Context: an optimization exercise on an open-source flow, tuned for small area, a short achievable clock period and few clock cycles per item. The choices shown serve that exercise and are no tape-out recipe.
Function was checked by simulation only, so behaviour that the tests miss may differ from the original.

Setup of job 5146:
==> flow/design.v (excerpt) <==
module aesCore (
  input  wire                CLK,
  input  wire                RSTn,
  input  wire                EN,
  input  wire                Drdy,
  input  wire                Krdy,
  input  wire aesPkg::aesBlock_t Din,
  input  wire aesPkg::aesBlock_t Kin,
  output aesPkg::aesBlock_t  Dout,
  output logic               Dvld,
  output logic               Kvld,
  output logic               BSY
);
export LEC_CHECK = 0
export CAP_MARGIN = 20
export CORE_MARGIN = 2
export CORE_UTILIZATION = 50
export PLACE_DENSITY = 0.7
export SETUP_SLACK_MARGIN = 0.3
export SLEW_MARGIN = 20
create_clock -name core_clock -period 7.0 [get_ports {CLK}]
standard.sh (not shown) runs the stock make flow with config.mk's settings and CLKGATE_MAP_FILE= SYNTH_SCRIPT=/design/flow/synth_recipe.tcl, a recipe that flattens the netlist after the stock synthesis.
==> flow/flow/run.sh <==
#!/bin/bash
# The standard layout, with synthesis mapped by flow/abc_map.script instead of ORFS's ABC script,
# and the port buffers made of sky130_fd_sc_hd__buf_1 cells.
set -euo pipefail
W=$(pwd)
export MY_ABC_SCRIPT="$W/flow/abc_map.script"
bash standard.sh SYNTH_SCRIPT="$W/flow/synth.tcl" synth > "$W/synth.log" 2>&1
bash standard.sh SYNTH_SCRIPT="$W/flow/synth.tcl" "BUFFER_PORTS_ARGS=-buffer_cell sky130_fd_sc_hd__buf_1" finish > "$W/layout.log" 2>&1
test -s "$W/out/final.def"
==> flow/flow/abc_map.script <==
strash
&get -n
&st
&dch
&nf -p -R 10
&put
topo
stime -c
==> flow/flow/synth.tcl <==
# synth_recipe.tcl with one change: the ABC mapping script is flow/abc_map.script
proc synth {args} { yosys synth -nofsm -noshare {*}$args }
proc abc {args} {
  set i [lsearch -exact $args -script]
  if { $i >= 0 } { lset args [expr {$i + 1}] $::env(MY_ABC_SCRIPT) }
  yosys abc {*}$args
}
source $::env(SCRIPTS_DIR)/synth.tcl
# left out here: clear keep_hierarchy, flatten, clean up, hide names made inside functions, write 1_2_yosys.v
Testbench counts of job 5146, summed over its fixed seeds: cycles 4,272, blocks 384.
What job 3279 does differently from job 5146 at the input level:
Settings: PLACE_DENSITY now 0.8, was 0.7; SETUP_SLACK_MARGIN now 0.6, was 0.3; CORE_UTILIZATION now 65, was 50.
Notes after the runs:
- Job 3279 vs job 5146, share of the final layout cell area in multi-input gates went up by 0.86 points.
- A capture point of the worst path of i_stateArray.stateQ[78] is what job 5146 shows, while i_stateArray.stateQ[17] belongs to job 3279.
- Going from job 5146 to job 3279, the non-clock buffer area fraction after layout was found to have gone up by 0.85 points.
- Compared job 5146 against job 3279; total wire length after detailed routing within noise.
- Job 3279 has slew at the pin closest to its max-slew limit below what job 5146 had.


aesCore, a different RTL version from the one above (not shown whole).
Size in the first run: roughly 390 flip-flops, about 390 I/O pins.
clock: 7.0 ns
lec_check: 0
cap_margin: 20
core_margin: 2
core_utilization: 65
gpl_routability_driven: 0
place_density: 0.8
setup_slack_margin: 0.6
slew_margin: 20
Scripts as last shown in full above: flow/flow/run.sh, flow/flow/abc_map.script, flow/flow/synth.tcl
The starting point went through all stages and came out clean.
Testbench counts at the start, summed over its fixed seeds: cycles 4,272, blocks 384.
Change:
- CORE_UTILIZATION: 65 -> 50
- GPL_ROUTABILITY_DRIVEN: 0 -> default
- PLACE_DENSITY: 0.8 -> 0.7
After rerunning: Via count fell by about 2.2%; final cell count rose by about 5%; wire length rose by about 6%; count of clock-buffer cells in the layout rose by 3; register-to-register slack gets better by 0.099 ns; synthesized cell count does not change; sequential cell count does not change; utilization fell by 16 points; global-route usage fell by 6.6 points; final area rose by 2.2%.
Change:
- CORE_UTILIZATION: 50 -> 65
- GPL_ROUTABILITY_DRIVEN: default -> 0
- PLACE_DENSITY: 0.7 -> 0.8
- SETUP_SLACK_MARGIN: 0.6 -> 0.45
Effect:
- synthesized cell count is unchanged
- final area goes down by 3.7%
- worst hold slack gains 0.017 ns
- count of clock-buffer cells in the layout goes down by 3
- via count goes up by about 2.3%
- core utilization goes up by 15 points
Change:
- GPL_ROUTABILITY_DRIVEN: 0 -> default
- SETUP_SLACK_MARGIN: 0.45 -> 0.6
After rerunning: Routed wire length grows by 4.6%; global-route usage grows by 1.8 points; synthesized cell count does not change; cell count grows by 0.91%; critical path depth grows by 1; clock-buffer cell count grows by 8; hold slack gets worse by 0.017 ns.
Change:
- SETUP_SLACK_MARGIN: 0.6 -> 0.45
What happened: The new run passed the timing, DRC and antenna checks. First-iteration DRC count is lower by 2.2%. Utilization is lower by 0.97 points. Area after synthesis does not change.


aesCore with an RTL version that a note above also has.
Size: ~4,200 cells after synthesis, roughly 41,000 um^2 of cells after synthesis.
clock: 7.0 ns
lec_check: 0
cap_margin: 20
core_margin: 2
core_utilization: 50
place_density: 0.7
setup_slack_margin: 0.6
slew_margin: 20
Scripts as last shown in full above: flow/flow/run.sh, flow/flow/abc_map.script, flow/flow/synth.tcl
The starting point produced a clean layout.
Testbench counts at the start, summed over its fixed seeds: cycles 4,272, blocks 384.
Next try:
Settings changed: CORE_UTILIZATION 50 to 65, PLACE_DENSITY 0.7 to 0.8, SETUP_SLACK_MARGIN 0.6 to 0.45.
Clock-buffer cell count stays the same.
First-iteration DRC count climbs by 43%.
Final cell count shrinks by about 4%.
Setup slack got worse by 0.090 ns.


pine:
aesCore, a different RTL version from the one above (not shown whole).
For scale: ~4,200 cells after synthesis, roughly 390 flip-flops, roughly 390 I/O pins, roughly 42,000 um^2 of cells after synthesis.
Settings: LEC_CHECK=0, CAP_MARGIN=20, CORE_MARGIN=2, CORE_UTILIZATION=50, PLACE_DENSITY=0.7, SLEW_MARGIN=20; clock period 7.0 ns.
Scripts as last shown in full above: flow/flow/run.sh, flow/flow/abc_map.script, flow/flow/synth.tcl
pine: full flow OK, the timing, DRC and antenna checks passed
Testbench counts of pine, summed over its fixed seeds: cycles 4,272, blocks 384.
Relative to pine, the following input files were edited for cedar:
==> flow/flow/run.sh <==
#!/bin/bash
# The standard layout, with synthesis mapped by flow/abc_map.script instead of ORFS's ABC script.
set -euo pipefail
W=$(pwd)
export MY_ABC_SCRIPT="$W/flow/abc_map.script"
bash standard.sh SYNTH_SCRIPT="$W/flow/synth.tcl" synth > "$W/synth.log" 2>&1
bash standard.sh SYNTH_SCRIPT="$W/flow/synth.tcl" finish > "$W/layout.log" 2>&1
test -s "$W/out/final.def"
## What came out
Slowest cell on the critical path = sky130_fd_sc_hd__xor3_1: pine; slowest cell on the critical path = sky130_fd_sc_hd__edfxtp_1: cedar. cedar: time the final worst path needs with I/O delays and setup lower than pine. Re count of TritonRoute iterations in the first routing pass: no difference whatsoever between pine and cedar. Status: synthesized area parity (cedar, pine). The non-clock buffer count of cedar is higher than that of pine. Against pine, cedar reports a setup slack that is higher. Compared with pine, in cedar final-layout worst hold slack +19 ps; via count ~0 delta.

==> separate check: timing with driven ports <==
Ports are ideal in the flow. The routed layouts listed here were re-timed in OpenROAD. Step 1 (the two cells are an assumption about what drives the block):
set clk [get_ports {CLK}]
set_driving_cell -lib_cell sky130_fd_sc_hd__clkbuf_16 $clk
set_driving_cell -lib_cell sky130_fd_sc_hd__buf_2 [delete_from_list [all_inputs] $clk]
Step 2 times the ports against the registers' clock, not the clock port: input delays grow and output delays shrink by t, the midpoint of the rising clock arrivals with the driver on. Slacks: ideal ports / drivers / drivers and shift; pairs: ideal ports / drivers.
run | shift t [ns] | setup WS [ns] | hold slack, ns
job 5146 | 0.685 | 0.435 / 0.435 / 0.435 | 0.554 / 0.554 / 0.554
job 3279 | 0.670 | 0.652 / 0.652 / 0.652 | 0.514 / 0.514 / 0.514
the first run of note 2 | 0.663 | 0.712 / 0.712 / 0.712 | 0.539 / 0.539 / 0.539
the second run of note 2 | 0.695 | 0.811 / 0.811 / 0.811 | 0.524 / 0.524 / 0.524
the third run of note 2 | 0.657 | 0.493 / 0.493 / 0.493 | 0.540 / 0.540 / 0.540
the fourth run of note 2 | 0.651 | 0.752 / 0.752 / 0.752 | 0.523 / 0.523 / 0.523
the fifth run of note 2 | 0.652 | 0.624 / 0.624 / 0.624 | 0.514 / 0.514 / 0.514
the first run of note 3 | 0.690 | 0.701 / 0.701 / 0.701 | 0.560 / 0.560 / 0.560
the second run of note 3 | 0.672 | 0.612 / 0.612 / 0.612 | 0.513 / 0.513 / 0.513
pine | 0.692 | 0.235 / 0.235 / 0.235 | 0.497 / 0.497 / 0.497
cedar | 0.678 | 0.350 / 0.350 / 0.350 | 0.515 / 0.515 / 0.515
After both steps setup and hold are still met in every run listed.
